What follows belongs to an exercise in optimizing a design on an open flow for small area, a short achievable clock period and few clock cycles; a production flow would make more cautious choices. Only simulation tests tie the RTL to the original design; equivalence was not proved. No activity file was given, so power comes from the tool's default toggle rates.

Design inst_cache, start of the top module:
module inst_cache #(
  parameter int unsigned INC_BITS = 6
) (
  input  logic        clk,
  input  logic        rst,
  input  logic [15:0] instAddr,
  output logic        hit,
  output logic [15:0] instruction,
  output logic        memReq,
  output logic [15:0] memAddr,
  input  logic [15:0] memData,
  input  logic        memReady
);
export LEC_CHECK = 0
export CAP_MARGIN = 20
export CORE_AREA = 3 3 87 87
export DIE_AREA = 0 0 90 90
export SETUP_SLACK_MARGIN = 2.3
export SLEW_MARGIN = 20
export SYNTH_HIERARCHICAL = 1
export SYNTH_MINIMUM_KEEP_SIZE = 0
create_clock -name core_clock -period 5.5 [get_ports {clk}]
standard.sh (not shown) runs the stock make flow with config.mk's settings and CLKGATE_MAP_FILE= SYNTH_SCRIPT=/design/flow/synth_recipe.tcl, a recipe that flattens the netlist after the stock synthesis.
==> flow/flow/run.sh <==
#!/bin/bash
# Standard ORFS layout, with the port buffers inserted as the smallest plain
# buffer (sky130_fd_sc_hd__buf_1) so the resizer can size them like any other
# buffer, and a small clock tree.  make's full output goes to flow_make.log;
# ORFS's per-step logs stay under orfs/logs.
set -euo pipefail
bash standard.sh "BUFFER_PORTS_ARGS=-buffer_cell sky130_fd_sc_hd__buf_1" \
  "CTS_ARGS=-sink_clustering_enable -sink_clustering_size 50 -sink_clustering_max_diameter 500 -sink_clustering_levels 1 -buf_list sky130_fd_sc_hd__clkbuf_4 -root_buf sky130_fd_sc_hd__clkbuf_4 -dont_use_dummy_load -repair_clock_nets" \
  finish > flow_make.log 2>&1
Testbench counts at the start, summed over its fixed seeds: cycles 33,817.
==> next run, changes <==
--- a/flow/flow/run.sh
+++ b/flow/flow/run.sh
@@ -8 +8 @@
-  "CTS_ARGS=-sink_clustering_enable -sink_clustering_size 50 -sink_clustering_max_diameter 500 -sink_clustering_levels 1 -buf_list sky130_fd_sc_hd__clkbuf_4 -root_buf sky130_fd_sc_hd__clkbuf_4 -dont_use_dummy_load -repair_clock_nets" \
+  "CTS_ARGS=-sink_clustering_enable -sink_clustering_size 50 -sink_clustering_max_diameter 500 -buf_list sky130_fd_sc_hd__clkbuf_8 -root_buf sky130_fd_sc_hd__clkbuf_8 -dont_use_dummy_load -repair_clock_nets" \
After rerunning: The new run completed with no timing, DRC or antenna violations; cell area climbs by 1.2%; combinational power drops by about 2%; clock-buffer cell count stays the same; die area stays the same; synthesized cell count stays the same.
==> next run, changes <==
==> flow/flow/run.sh (replaced) <==
#!/bin/bash
# Standard ORFS layout, with the port buffers inserted as the smallest plain
# buffer (sky130_fd_sc_hd__buf_1) so the resizer can size them like any other
# buffer.  make's full output goes to flow_make.log; ORFS's per-step logs stay
# under orfs/logs.
set -euo pipefail
bash standard.sh "BUFFER_PORTS_ARGS=-buffer_cell sky130_fd_sc_hd__buf_1" "MATCH_CELL_FOOTPRINT=0" "RECOVER_POWER=100" \
  finish > flow_make.log 2>&1
- CTS_BUF_LIST: unset -> sky130_fd_sc_hd__clkbuf_4
What happened: Synthesized area does not change; sequential power is about the same; final area goes down by 4.5%; routed wire length stays flat.
==> next run, changes <==
--- a/flow/flow/run.sh
+++ b/flow/flow/run.sh
@@ -7,2 +7 @@
-bash standard.sh "BUFFER_PORTS_ARGS=-buffer_cell sky130_fd_sc_hd__buf_1" "MATCH_CELL_FOOTPRINT=0" "RECOVER_POWER=100" \
-  finish > flow_make.log 2>&1
+bash standard.sh "BUFFER_PORTS_ARGS=-buffer_cell sky130_fd_sc_hd__buf_1" finish > flow_make.log 2>&1
- SETUP_SLACK_MARGIN: 2.3 -> unset
The changed run completed without violations. Cell area falls slightly. Wire length falls slightly. Core utilization is about the same. Setup slack gets worse by 20 ps. Sequential cell count stays the same. Global-route usage stays the same.
==> next run, changes <==
--- a/flow/flow/run.sh
+++ b/flow/flow/run.sh
@@ -7 +7,2 @@
-bash standard.sh "BUFFER_PORTS_ARGS=-buffer_cell sky130_fd_sc_hd__buf_1" finish > flow_make.log 2>&1
+bash standard.sh "BUFFER_PORTS_ARGS=-buffer_cell sky130_fd_sc_hd__buf_1" "MATCH_CELL_FOOTPRINT=0" \
+  finish > flow_make.log 2>&1
- SETUP_SLACK_MARGIN: unset -> 2.3
Result:
- The new run ran to the end with no violations
- worst hold slack is worse by 6.2 ps
- die area does not change
- utilization came out higher by 0.47 points
- synthesized area does not change

zinc:
Another version of the RTL of inst_cache (not shown whole).
Size: roughly 17 flip-flops, roughly 69 I/O pins, about 750 um^2 of cells after synthesis.
// inst_cache
module inst_cache #(
  parameter int unsigned INC_BITS = 6
) (
  input  logic        clk,
  input  logic        rst,
  input  logic [15:0] instAddr,
  output logic        hit,
  output logic [15:0] instruction,
  output logic        memReq,
  output logic [15:0] memAddr,
  input  logic [15:0] memData,
  input  logic        memReady
);
==> flow/config.mk <==
export PLATFORM = sky130hd
export DESIGN_NAME = inst_cache
export DESIGN_NICKNAME = inst_cache
export VERILOG_FILES = /design/flow/design.v
export SDC_FILE = /design/flow/constraint.sdc
export NUM_CORES = 4
export LEC_CHECK = 0
export CAP_MARGIN = 20
export CORE_AREA = 3 3 87 87
export DIE_AREA = 0 0 90 90
export SETUP_SLACK_MARGIN = 3
export SLEW_MARGIN = 20
export SYNTH_HIERARCHICAL = 1
export SYNTH_MINIMUM_KEEP_SIZE = 0
==> flow/constraint.sdc <==
create_clock -name core_clock -period 5.5 [get_ports {clk}]
set_input_delay 1.1000 -clock core_clock [delete_from_list [all_inputs] [get_ports {clk}]]
set_output_delay 1.1000 -clock core_clock [all_outputs]
set_load 0.01 [all_outputs]
==> flow/flow/run.sh <==
#!/bin/bash
# Standard ORFS layout, with the port buffers inserted as the smallest plain
# buffer (sky130_fd_sc_hd__buf_1) so the resizer can size them like any other
# buffer, and a clock tree of clkbuf_4 cells without dummy loads.  make's full
# output goes to flow_make.log; ORFS's per-step logs stay under orfs/logs.
set -euo pipefail
bash standard.sh "BUFFER_PORTS_ARGS=-buffer_cell sky130_fd_sc_hd__buf_1" \
  "CTS_ARGS=-buf_list sky130_fd_sc_hd__clkbuf_4 -root_buf sky130_fd_sc_hd__clkbuf_4 -dont_use_dummy_load -repair_clock_nets" \
  finish > flow_make.log 2>&1
Testbench counts of zinc, summed over its fixed seeds: cycles 33,817.
For juniper, these inputs were changed with respect to zinc:
- an added CTS_BUF_LIST of sky130_fd_sc_hd__clkbuf_4
- a change of SETUP_SLACK_MARGIN from 3 to 1.0
==> flow/flow/run.sh <==
#!/bin/bash
# Standard ORFS layout, with the port buffers inserted as the smallest plain
# buffer (sky130_fd_sc_hd__buf_1) so the resizer can size them like any other
# buffer.  make's full output goes to flow_make.log; ORFS's per-step logs stay
# under orfs/logs.
set -euo pipefail
bash standard.sh "BUFFER_PORTS_ARGS=-buffer_cell sky130_fd_sc_hd__buf_1" finish > flow_make.log 2>&1
Notes after the runs:
Post-route clock period utilization: juniper > zinc. In the flow results for zinc and juniper, the utilization after layout is larger on zinc. juniper vs. zinc: final wirelength now smaller, setup slack went down by 260 ps. Cell area after layout was lower in juniper than in zinc. Compared to zinc, juniper has portion of total power attributed to combinational logic 3.2 points lower. Of zinc and juniper, juniper shows the lower per-cell via count in the routed design, with zinc above it.
diff inputs: juniper => cedar
- a change of SETUP_SLACK_MARGIN from 1.0 to 3
==> flow/flow/run.sh <==
#!/bin/bash
# Standard ORFS layout, with the port buffers inserted as the smallest plain
# buffer (sky130_fd_sc_hd__buf_1) so the resizer can size them like any other
# buffer.  make's full output goes to flow_make.log.
set -euo pipefail
bash standard.sh "BUFFER_PORTS_ARGS=-buffer_cell sky130_fd_sc_hd__buf_1" finish > flow_make.log 2>&1
[summary]
Number of setup buffers added after CTS: cedar vs juniper up 1. cedar: cell count 2 above juniper. | aggregate global-route resource usage | juniper vs cedar | ≈ equal |.

Setup of amber:
Starting RTL as in the previous note.
clock: 5.5 ns
lec_check: 0
cap_margin: 20
core_area: 3 3 87 87
cts_buf_list: sky130_fd_sc_hd__clkbuf_4
die_area: 0 0 90 90
setup_slack_margin: 2.45
slew_margin: 20
synth_hierarchical: 1
synth_minimum_keep_size: 0
==> flow/flow/run.sh <==
#!/bin/bash
# Standard ORFS layout, with the port buffers inserted as the smallest plain
# buffer (sky130_fd_sc_hd__buf_1) so the resizer can size them like any other
# buffer.  make's full output goes to flow_make.log; ORFS's per-step logs stay
# under orfs/logs.
set -euo pipefail
bash standard.sh "BUFFER_PORTS_ARGS=-buffer_cell sky130_fd_sc_hd__buf_1" finish > flow_make.log 2>&1
Testbench counts of amber, summed over its fixed seeds: cycles 33,817.
Edits applied to the flow inputs when going from amber to delta:
# amber
export LEC_CHECK = 0
export CAP_MARGIN = 20
export CORE_AREA = 3 3 87 87
export CTS_BUF_LIST = sky130_fd_sc_hd__clkbuf_4
export DIE_AREA = 0 0 90 90
export SETUP_SLACK_MARGIN = 2.45
export SLEW_MARGIN = 20
export SYNTH_HIERARCHICAL = 1
export SYNTH_MINIMUM_KEEP_SIZE = 0
create_clock -name core_clock -period 5.5 [get_ports {clk}]
# delta
export LEC_CHECK = 0
export CAP_MARGIN = 20
export CORE_AREA = 3 3 67 67
export DIE_AREA = 0 0 70 70
export SETUP_SLACK_MARGIN = 3
export SLEW_MARGIN = 20
export SYNTH_HIERARCHICAL = 1
export SYNTH_MINIMUM_KEEP_SIZE = 0
create_clock -name core_clock -period 5.5 [get_ports {clk}]
==> flow/flow/run.sh <==
#!/bin/bash
# Standard ORFS layout, with the port buffers inserted as the smallest plain
# buffer (sky130_fd_sc_hd__buf_1) so the resizer can size them like any other
# buffer.  make's full output goes to flow_make.log.
set -euo pipefail
bash standard.sh "BUFFER_PORTS_ARGS=-buffer_cell sky130_fd_sc_hd__buf_1" finish > flow_make.log 2>&1
Results
delta vs amber, peak ir drop on the vdd network went down by 0.00095 mV.
In terms of CTS sink count, amber and delta differ only marginally.
The first-pass GRT wire length of delta was superior to that of amber.
Setup skew after layout: delta worse than amber
Worst setup margin: higher on delta
amber -> delta: summed area of non-filler cells in the final layout decreased by a few percent
Diff amber -> delta: logic gate share of total power now larger, delay of the slowest critical-path stage now smaller, area of the die now smaller.
Re global routing usage summed across all routing layers: delta is 2.5 points up on amber.
delta vs amber, met3 demand-to-capacity share in global routing went up by 0.47 points.
Setup changes, delta to sierra
# delta
export LEC_CHECK = 0
export CAP_MARGIN = 20
export CORE_AREA = 3 3 67 67
export DIE_AREA = 0 0 70 70
export SETUP_SLACK_MARGIN = 3
export SLEW_MARGIN = 20
export SYNTH_HIERARCHICAL = 1
export SYNTH_MINIMUM_KEEP_SIZE = 0
create_clock -name core_clock -period 5.5 [get_ports {clk}]
# sierra
export LEC_CHECK = 0
export CAP_MARGIN = 20
export CORE_AREA = 3 3 87 87
export CTS_BUF_LIST = sky130_fd_sc_hd__clkbuf_4
export DIE_AREA = 0 0 90 90
export SETUP_SLACK_MARGIN = 2.3
export SLEW_MARGIN = 20
export SYNTH_HIERARCHICAL = 1
export SYNTH_MINIMUM_KEEP_SIZE = 0
create_clock -name core_clock -period 5.5 [get_ports {clk}]
-- flow/flow/run.sh --
<<< delta, line 3
# buffer (sky130_fd_sc_hd__buf_1) so the resizer can size them like any other
# buffer.  make's full output goes to flow_make.log.
set -euo pipefail
>>> sierra, line 3
# buffer (sky130_fd_sc_hd__buf_1) so the resizer can size them like any other
# buffer.  make's full output goes to flow_make.log; ORFS's per-step logs stay
# under orfs/logs.
set -euo pipefail
--- outcome ---
- In the metrics for sierra and delta, the one carrying the lower core occupancy in the finished layout is sierra.
- delta → sierra: met3 track demand over resource decreased 0.47 points; total number of vias decreased 24; cell area decreased 9.7%.

Another version of the RTL of inst_cache (not shown whole).
For scale: about 17 flip-flops, roughly 740 um2 of cells after synthesis.
==> flow/config.mk <==
export PLATFORM = sky130hd
export DESIGN_NAME = inst_cache
export DESIGN_NICKNAME = inst_cache
export VERILOG_FILES = /design/flow/design.v
export SDC_FILE = /design/flow/constraint.sdc
export NUM_CORES = 4
export LEC_CHECK = 0
export ABC_CLOCK_PERIOD_IN_PS = 1000
export CAP_MARGIN = 20
export CORE_AREA = 3 3 87 87
export DIE_AREA = 0 0 90 90
export SETUP_SLACK_MARGIN = 2
export SLEW_MARGIN = 20
==> flow/constraint.sdc <==
create_clock -name core_clock -period 5.5 [get_ports {clk}]
set_input_delay 1.1000 -clock core_clock [delete_from_list [all_inputs] [get_ports {clk}]]
set_output_delay 1.1000 -clock core_clock [all_outputs]
set_load 0.01 [all_outputs]
run.sh (not shown) runs the stock make flow with config.mk's settings and CLKGATE_MAP_FILE= SYNTH_SCRIPT=/design/flow/synth_recipe.tcl, a recipe that flattens the netlist after the stock synthesis.
Stock flow here: none of the scripts above is used.
The baseline completed with no timing, DRC or antenna violations.
Testbench counts at the start, summed over its fixed seeds: cycles 33,817.
Then changed:
==> flow/flow/run.sh (new file) <==
#!/bin/bash
# Standard ORFS layout, with the port buffers inserted as the smallest plain
# buffer (sky130_fd_sc_hd__buf_1) so the resizer can size them like any other
# buffer.  make's full output goes to flow_make.log; ORFS's per-step logs stay
# under orfs/logs.
set -euo pipefail
bash standard.sh "BUFFER_PORTS_ARGS=-buffer_cell sky130_fd_sc_hd__buf_1" finish > flow_make.log 2>&1
==> flow/standard.sh (new file) <==
#!/bin/bash
# synth_recipe.tcl (not shown) runs the flow's synth.tcl, then flattens the netlist and writes it again
# the make line also repeats each setting of config.mk as NAME=value (left out here)
make -C /OpenROAD-flow-scripts/flow DESIGN_CONFIG=/design/flow/config.mk WORK_HOME=/design/flow/orfs CLKGATE_MAP_FILE= SYNTH_SCRIPT=/design/flow/synth_recipe.tcl "${@:-finish}"
Settings changed: ABC_CLOCK_PERIOD_IN_PS 1000 to not set, CTS_BUF_LIST set to sky130_fd_sc_hd__clkbuf_4, SETUP_SLACK_MARGIN 2 to not set.
removed: flow/run.sh
=>
- wire length drops by about 6%
- setup slack loses 0.090 ns
- clock power drops by about 20%
- register-to-register slack gains 0.58 ns
- synthesized area stays the same
Then changed:
==> flow/run.sh (new file) <==
#!/bin/bash
# synth_recipe.tcl (not shown) runs the flow's synth.tcl, then flattens the netlist and writes it again
# the make line also repeats each setting of config.mk as NAME=value (left out here)
make -C /OpenROAD-flow-scripts/flow DESIGN_CONFIG=/design/flow/config.mk WORK_HOME=/design/flow/orfs CLKGATE_MAP_FILE= SYNTH_SCRIPT=/design/flow/synth_recipe.tcl finish
Settings changed: CORE_AREA 3 3 87 87 to 3 3 47 47, CTS_BUF_LIST sky130_fd_sc_hd__clkbuf_4 to not set, DIE_AREA 0 0 90 90 to 0 0 50 50, SETUP_SLACK_MARGIN set to 2.5.
removed: flow/flow/run.sh
removed: flow/standard.sh
=> Routed wire length fell by 29%; sequential cell count does not change; cell area rose by 21%; clock power fell by 18%.
Then changed:
Settings changed: CORE_AREA 3 3 47 47 to 3 3 87 87, DIE_AREA 0 0 50 50 to 0 0 90 90, SETUP_SLACK_MARGIN 2.5 to 3.
Setup slack got worse by 0.045 ns.
Clock power came out higher by 51%.
Sequential power hardly moves.
Worst hold slack is better by 0.12 ns.
Cell count climbs by 61%.
Clock-buffer cell count stays the same.
Final area grows by 18%.
Then changed:
==> flow/flow/run.sh (new file) <==
#!/bin/bash
# Standard ORFS layout, with the port buffers inserted as the smallest plain
# buffer (sky130_fd_sc_hd__buf_1) so the resizer can size them like any other
# buffer.  make's full output goes to flow_make.log.
set -euo pipefail
bash standard.sh "BUFFER_PORTS_ARGS=-buffer_cell sky130_fd_sc_hd__buf_1" finish > flow_make.log 2>&1
==> flow/standard.sh (new file) <==
#!/bin/bash
# synth_recipe.tcl (not shown) runs the flow's synth.tcl, then flattens the netlist and writes it again
# the make line also repeats each setting of config.mk as NAME=value (left out here)
make -C /OpenROAD-flow-scripts/flow DESIGN_CONFIG=/design/flow/config.mk WORK_HOME=/design/flow/orfs CLKGATE_MAP_FILE= SYNTH_SCRIPT=/design/flow/synth_recipe.tcl "${@:-finish}"
removed: flow/run.sh
Result: Worst hold slack degrades by 0.31 ns; total power goes down by about 5.4%; register-to-register slack improves by 0.10 ns; worst setup slack barely changes; global-route usage hardly moves; non-clock buffer count goes down by 3.
Then changed:
==> flow/run.sh (new file) <==
#!/bin/bash
# synth_recipe.tcl (not shown) runs the flow's synth.tcl, then flattens the netlist and writes it again
# the make line also repeats each setting of config.mk as NAME=value (left out here)
make -C /OpenROAD-flow-scripts/flow DESIGN_CONFIG=/design/flow/config.mk WORK_HOME=/design/flow/orfs CLKGATE_MAP_FILE= SYNTH_SCRIPT=/design/flow/synth_recipe.tcl finish
Settings changed: SETUP_SLACK_MARGIN 3 to 2.
removed: flow/flow/run.sh
removed: flow/standard.sh
What happened:
- The changed run completed with no timing, DRC or antenna violations
- combinational power increases by 44%
- wire length rose by 4.1%
- non-clock buffer count goes up by 7
- via count rose by 7.5%

-- afterwards: timing with drivers on the ports --
The results above use ideal ports. As a check the final layouts listed here were re-extracted and re-timed, cells and wires unchanged.
Step 1, drivers: a clkbuf_16 drives clk and a buf_2 each remaining input, both assumed.
Step 2 times the ports against the registers' clock, not the clock port: input delays grow and output delays shrink by t, the midpoint of the rising clock arrivals with the driver on.
Slacks: ideal ports / drivers / drivers and shift; pairs: ideal ports / drivers.
| run | t (ns) | setup WS [ns] | worst data-port slew with drivers (ns) |
|---|---|---|---|
| the first run of note 1 | 0.298 | 2.388 / 2.362 / 2.362 | 0.07 |
| the second run of note 1 | 0.265 | 2.371 / 2.346 / 2.346 | 0.07 |
| the third run of note 1 | 0.298 | 2.256 / 2.230 / 2.230 | 0.07 |
| the fourth run of note 1 | 0.299 | 2.236 / 2.207 / 2.207 | 0.07 |
| the fifth run of note 1 | 0.298 | 2.362 / 2.339 / 2.339 | 0.07 |
| zinc | 0.306 | 2.494 / 2.446 / 2.446 | 0.07 |
| juniper | 0.307 | 2.238 / 2.213 / 2.213 | 0.07 |
| cedar | 0.308 | 2.497 / 2.450 / 2.450 | 0.07 |
| amber | 0.307 | 2.407 / 2.367 / 2.263 | 0.07 |
| delta | 0.272 | 2.515 / 2.480 / 2.480 | 0.07 |
| sierra | 0.307 | 2.381 / 2.359 / 2.359 | 0.07 |
| the first run of note 4 | 0.271 | 2.017 / 1.975 / 1.848 | 0.07 |
| the second run of note 4 | 0.314 | 1.927 / 1.900 / 1.900 | 0.07 |
| the third run of note 4 | 0.295 | 2.104 / 2.070 / 2.070 | 0.07 |
| the fourth run of note 4 | 0.274 | 2.059 / 2.019 / 2.019 | 0.07 |
| the fifth run of note 4 | 0.277 | 2.057 / 2.012 / 2.012 | 0.07 |
| the sixth run of note 4 | 0.271 | 2.017 / 1.975 / 1.848 | 0.07 |
After both steps setup and hold are still met in every run listed.
